Background: an optimization exercise with open tools, aiming at small area. Do not read the settings as production practice.
In this exercise RTL edits were held to simulation tests only and were not proved equivalent to the original.
No activity file was given, so power comes from the tool's default toggle rates.

Setup of v24:
==> flow/design.v <==
module name_field_aoi222 (
    input  logic [2:0] s,
    input  logic [2:0] d,
    output logic       y
);
    assign y = ~|(s & d);
endmodule
module name_field_aoi22 (
    input  logic [1:0] s,
    input  logic [1:0] d,
    output logic       y
);
    assign y = ~|(s & d);
endmodule
module name_field_fin (
    input  logic [2:0] p,
    input  logic [1:0] s,
    input  logic [1:0] d,
    output logic       y
);
    assign y = ~&p | (|(s & d));
endmodule
module name_field_nand4 (
    input  logic [3:0] a,
    output logic       y
);
    assign y = ~&a;
endmodule
module name_field_arbiter #(
    parameter int NUM_FIELDS = 10,
    parameter int DATA_W     = 160,
    parameter int IDX_W      = 4
) (
    input  logic                         clk,
    input  logic                         rst,
    input  logic [NUM_FIELDS*DATA_W-1:0] field_data,
    input  logic [NUM_FIELDS-1:0]        field_w,
    output logic [DATA_W-1:0]            out_data,
    output logic [IDX_W-1:0]             out_field,
    output logic                         out_last,
    output logic                         out_valid,
    input  logic                         out_ready,
    output logic [NUM_FIELDS-1:0]        overflow
);
    logic [NUM_FIELDS-1:0][DATA_W-1:0] hold_q;
    logic [NUM_FIELDS-1:0]             pend_q;
    logic [NUM_FIELDS-1:0]             ovf_q;
    logic [NUM_FIELDS-1:0]             seen_q;
    logic [NUM_FIELDS-1:0]             mask_q;
    logic                              valid_q;
    logic [DATA_W-1:0]                 data_q;
    logic [IDX_W-1:0]                  field_q;
    logic                  slot_free;
    logic                  grant_vld;
    logic [NUM_FIELDS-1:0] req_hi;
    logic [NUM_FIELDS-1:0] req;
    logic [NUM_FIELDS-1:0] req_before;
    logic [NUM_FIELDS-1:0] grant_vec;
    logic [NUM_FIELDS-1:0] seen_set;
    logic [IDX_W-1:0]      grant_idx;
    logic [DATA_W-1:0]     data_d;
    for (genvar i = 0; i < NUM_FIELDS; i++) begin : g_hold
        always_ff @(posedge clk) begin
            if (field_w[i]) hold_q[i] <= field_data[i*DATA_W +: DATA_W];
        end
    end
    assign slot_free = ~valid_q | out_ready;
    always_comb begin
        req_hi = pend_q & mask_q;
        req    = (|req_hi) ? req_hi : pend_q;
        req_before[0] = 1'b0;
        for (int i = 1; i < NUM_FIELDS; i++)
            req_before[i] = req_before[i-1] | req[i-1];
        grant_vld = slot_free & (|pend_q);
        grant_vec = {NUM_FIELDS{slot_free}} & req & ~req_before;
        grant_idx = '0;
        for (int i = 0; i < NUM_FIELDS; i++)
            if (grant_vec[i]) grant_idx = grant_idx | IDX_W'(i);
    end
    logic [10:0] sel;
    assign sel = {~slot_free, grant_vec};
    for (genvar b = 0; b < DATA_W; b++) begin : g_sel
        logic [10:0] col;
        logic [3:0]  part_n;
        for (genvar i = 0; i < NUM_FIELDS; i++) begin : g_col
            assign col[i] = hold_q[i][b];
        end
        assign col[10] = data_q[b];
        name_field_aoi222 u_p0 (.s(sel[2:0]),  .d(col[2:0]),  .y(part_n[0]));
        name_field_aoi222 u_p1 (.s(sel[5:3]),  .d(col[5:3]),  .y(part_n[1]));
        name_field_aoi222 u_p2 (.s(sel[8:6]),  .d(col[8:6]),  .y(part_n[2]));
        name_field_fin    u_or (.p(part_n[2:0]), .s(sel[10:9]), .d(col[10:9]), .y(data_d[b]));
    end
    assign seen_set = seen_q | grant_vec;
    always_ff @(posedge clk) begin
        data_q <= data_d;
        if (grant_vld) field_q <= grant_idx;
    end
    always_ff @(posedge clk or posedge rst) begin
        if (rst) begin
            pend_q  <= '0;
            ovf_q   <= '0;
            seen_q  <= '0;
            mask_q  <= '0;
            valid_q <= 1'b0;
        end else begin
            pend_q  <= field_w | (pend_q & ~grant_vec);
            ovf_q   <= ovf_q | (field_w & pend_q & ~grant_vec);
            valid_q <= grant_vld | ~slot_free;
            if (grant_vld) mask_q <= req_before;
            seen_q  <= (&seen_set) ? '0 : seen_set;
        end
    end
    assign out_data  = data_q;
    assign out_field = field_q;
    assign out_last  = ~|seen_q;
    assign out_valid = valid_q;
    assign overflow  = ovf_q;
endmodule
Settings: LEC_CHECK=0, CAP_MARGIN=20, CORE_AREA=5 5 395 395, DIE_AREA=0 0 400 400, SLEW_MARGIN=20, SYNTH_HIERARCHICAL=1, SYNTH_MINIMUM_KEEP_SIZE=0; clock period 7.0 ns.
standard.sh (not shown) runs the stock make flow with config.mk's settings and CLKGATE_MAP_FILE= SYNTH_SCRIPT=/design/flow/synth_recipe.tcl, a recipe that flattens the netlist after the stock synthesis.
==> flow/flow/run.sh <==
#!/bin/bash
# The standard layout (standard.sh, unchanged synthesis) with these
# changes made through ORFS's own variables:
#   - port buffers use the smallest buffer instead of a delay cell;
#   - CTS uses clkbuf_8 leaf clusters of up to 16 sinks and no dummy loads;
#   - IO pins may sit on adjacent tracks, so the die can be smaller;
#   - global routing holds back 10% of each layer instead of 20%
#     (flow/fastroute.tcl).
# All output of the tools goes to standard.log here (and ORFS's own logs
# under orfs/logs).
set -uo pipefail
export BUFFER_PORTS_ARGS="-buffer_cell sky130_fd_sc_hd__buf_1"
export CTS_ARGS="-sink_clustering_enable -repair_clock_nets -dont_use_dummy_load -buf_list sky130_fd_sc_hd__clkbuf_8 -sink_clustering_size 16 -sink_clustering_max_diameter 60"
export PLACE_PINS_ARGS="-min_distance 1 -min_distance_in_tracks"
export FASTROUTE_TCL="$PWD/flow/fastroute.tcl"
bash standard.sh > standard.log 2>&1
==> flow/flow/fastroute.tcl <==
# Global routing layers as the platform sets them, with 10% of each layer's
# capacity held back instead of 20%.
set_global_routing_layer_adjustment $::env(MIN_ROUTING_LAYER)-$::env(MAX_ROUTING_LAYER) 0.1

set_routing_layers -clock $::env(MIN_CLK_ROUTING_LAYER)-$::env(MAX_ROUTING_LAYER)
set_routing_layers -signal $::env(MIN_ROUTING_LAYER)-$::env(MAX_ROUTING_LAYER)
In summary, v24 completed successfully, with a layout that passed the timing, design-rule and antenna checks.
Edits applied to the flow inputs when going from v24 to v19:
- GPL_TIMING_DRIVEN newly set to 0
--- a/flow/flow/run.sh
+++ b/flow/flow/run.sh
@@ -11,4 +11,5 @@
 set -uo pipefail
 export BUFFER_PORTS_ARGS="-buffer_cell sky130_fd_sc_hd__buf_1"
+export PRE_GLOBAL_PLACE_TCL="$PWD/flow/pre_gp.tcl"
 export CTS_ARGS="-sink_clustering_enable -repair_clock_nets -dont_use_dummy_load -buf_list sky130_fd_sc_hd__clkbuf_8 -sink_clustering_size 16 -sink_clustering_max_diameter 60"
 export PLACE_PINS_ARGS="-min_distance 1 -min_distance_in_tracks"
==> flow/flow/pre_gp.tcl (new file) <==
# Remove synthesis buffers before port buffering, as the timing-driven
# global placement of the standard flow does.
remove_buffers
### Flow results
No stage failed in v19, and the final checks on the layout all came back clean.
Cell area went up by a few percent going from v24 to v19.
Re length in cells of the worst reg-to-reg path: v19 and v24 aren't equal, and the higher value belongs to v19.
Taking v24 as the reference, in v19 total length of routed wires up 3900 um, total power up about 0.4%, maximum clock frequency down 27 MHz, hold slack up 32 ps, core utilization up 1.6 points.
Of the two candidates, v24 has the better least setup slack across all paths after layout and v19 the worse one.
Input-level comparison between v35 and v19:
- GPL_TIMING_DRIVEN removed (was 0)
--- a/flow/flow/run.sh
+++ b/flow/flow/run.sh
@@ -1,6 +1,8 @@
 #!/bin/bash
 # The standard layout (standard.sh, unchanged synthesis) with these
-# changes made through ORFS's own variables:
+# changes made through ORFS's own variables and step hooks:
 #   - port buffers use the smallest buffer instead of a delay cell;
+#   - after global placement, each input port's buffer is moved next to
+#     its pin (flow/port_buffers.tcl), so pin wires need no antenna diodes;
 #   - CTS uses clkbuf_8 leaf clusters of up to 16 sinks and no dummy loads;
 #   - IO pins may sit on adjacent tracks, so the die can be smaller;
@@ -11,5 +13,5 @@
 set -uo pipefail
 export BUFFER_PORTS_ARGS="-buffer_cell sky130_fd_sc_hd__buf_1"
-export PRE_GLOBAL_PLACE_TCL="$PWD/flow/pre_gp.tcl"
+export POST_GLOBAL_PLACE_TCL="$PWD/flow/port_buffers.tcl"
 export CTS_ARGS="-sink_clustering_enable -repair_clock_nets -dont_use_dummy_load -buf_list sky130_fd_sc_hd__clkbuf_8 -sink_clustering_size 16 -sink_clustering_max_diameter 60"
 export PLACE_PINS_ARGS="-min_distance 1 -min_distance_in_tracks"
==> flow/flow/port_buffers.tcl (new file) <==
# Put each input port's buffer at the core edge next to its pin, so the wire
# from the pin to the buffer's input is short (the long wire is then driven
# by the buffer's output, which needs no antenna diode). Detailed placement
# legalizes the moved buffers afterwards.
proc move_input_buffers_to_pins { } {
  set block [ord::get_db_block]
  set core [$block getCoreArea]
  set cx0 [$core xMin]
  set cy0 [$core yMin]
  set cx1 [$core xMax]
  set cy1 [$core yMax]
  set moved 0
  foreach bt [$block getBTerms] {
    if { [$bt getIoType] ne "INPUT" } { continue }
    set net [$bt getNet]
    if { $net eq "NULL" } { continue }
    set iterms [$net getITerms]
    if { [llength $iterms] != 1 } { continue }
    set inst [[lindex $iterms 0] getInst]
    set master [$inst getMaster]
    if { ![string match "sky130_fd_sc_hd__buf_*" [$master getName]] } { continue }
    set bb [$bt getBBox]
    set px [expr { ([$bb xMin] + [$bb xMax]) / 2 }]
    set py [expr { ([$bb yMin] + [$bb yMax]) / 2 }]
    set w [$master getWidth]
    set h [$master getHeight]
    set x [expr { min(max($px - $w / 2, $cx0), $cx1 - $w) }]
    set y [expr { min(max($py - $h / 2, $cy0), $cy1 - $h) }]
    $inst setLocation $x $y
    $inst setPlacementStatus PLACED
    incr moved
  }
  puts "Moved $moved input port buffers next to their pins"
}
move_input_buffers_to_pins
removed: flow/flow/pre_gp.tcl
When v35 is measured against v19, its final critical-path share of the clock period turns out 7.7 points lower. Final cell count, v35 vs v19: down by a few percent. Relative to v19, worst setup margin increased by 540 ps in v35. Count of non-CTS inverters in the layout came out exactly the same in v19 and v35.
#### Input delta (v34 over v35)
- changing CAP_MARGIN from 20 to 10
- changing SLEW_MARGIN from 20 to 10
==> flow/flow/run.sh <==
#!/bin/bash
# The standard layout (standard.sh, unchanged synthesis) with these
# changes made through ORFS's own variables:
#   - port buffers use the smallest buffer instead of a delay cell;
#   - CTS uses clkbuf_8 leaf clusters of up to 16 sinks and no dummy loads;
#   - IO pins may sit on adjacent tracks, so the die can be smaller;
#   - global routing holds back 10% of each layer instead of 20%
#     (flow/fastroute.tcl).
# All output of the tools goes to standard.log here (and ORFS's own logs
# under orfs/logs).
set -uo pipefail
export BUFFER_PORTS_ARGS="-buffer_cell sky130_fd_sc_hd__buf_1"
export CTS_ARGS="-sink_clustering_enable -repair_clock_nets -dont_use_dummy_load -buf_list sky130_fd_sc_hd__clkbuf_8 -tree_buf sky130_fd_sc_hd__clkbuf_4 -sink_clustering_size 16 -sink_clustering_max_diameter 60"
export PLACE_PINS_ARGS="-min_distance 1 -min_distance_in_tracks"
export FASTROUTE_TCL="$PWD/flow/fastroute.tcl"
bash standard.sh > standard.log 2>&1
removed: flow/flow/port_buffers.tcl
## What came out
Compared v34 against v35; number of gates resized after CTS within noise. v34 improves on v35 in via count. Diff v35 -> v34 | final-layout clock buffer total | down slightly. Comparing v35 with v34, the worst hold slack came out essentially unchanged. The met1 track demand over resource in global routing in v34 was lower than what v35 gave. Relative to v35, the half-perimeter wire length after detailed placement measured on v34 has increased slightly.

[what the ideal ports hide]
How much do the figures lean on ideal ports? The routed layouts below were timed once more, with nothing changed but the port constraints.
Step 1, drivers: a clkbuf_16 drives clk and a buf_2 each remaining input, both assumed.
Step 2, shift: input delay + t, output delay - t, t = (earliest + latest rising clock arrival at the registers) / 2. This alone moves slack from input paths to output paths.
Slacks: no drivers / after step 1 / after step 2; pairs: no drivers / after step 1.
| run | shift t [ns] | setup slack, ns | worst setup path after step 2 | worst slew at a driven data input, ns | pins driven straight from the clock port |
|---|---|---|---|---|---|
| v24 | 0.909 | 2.711 / 2.711 / 2.258 | input to register | 0.21 | 1 |
| v19 | 0.903 | 2.156 / 2.156 / 1.326 | input to register | 0.23 | 1 |
| v35 | 0.893 | 2.692 / 2.692 / 2.280 | input to register | 0.06 | 1 |
| v34 | 0.978 | 2.622 / 2.622 / 2.156 | input to register | 0.21 | 1 |
After both steps setup and hold are still met in every run listed. The setup slack of v19, which loses most, moves by 0.000 ns with the drivers and by -0.830 ns with both steps.
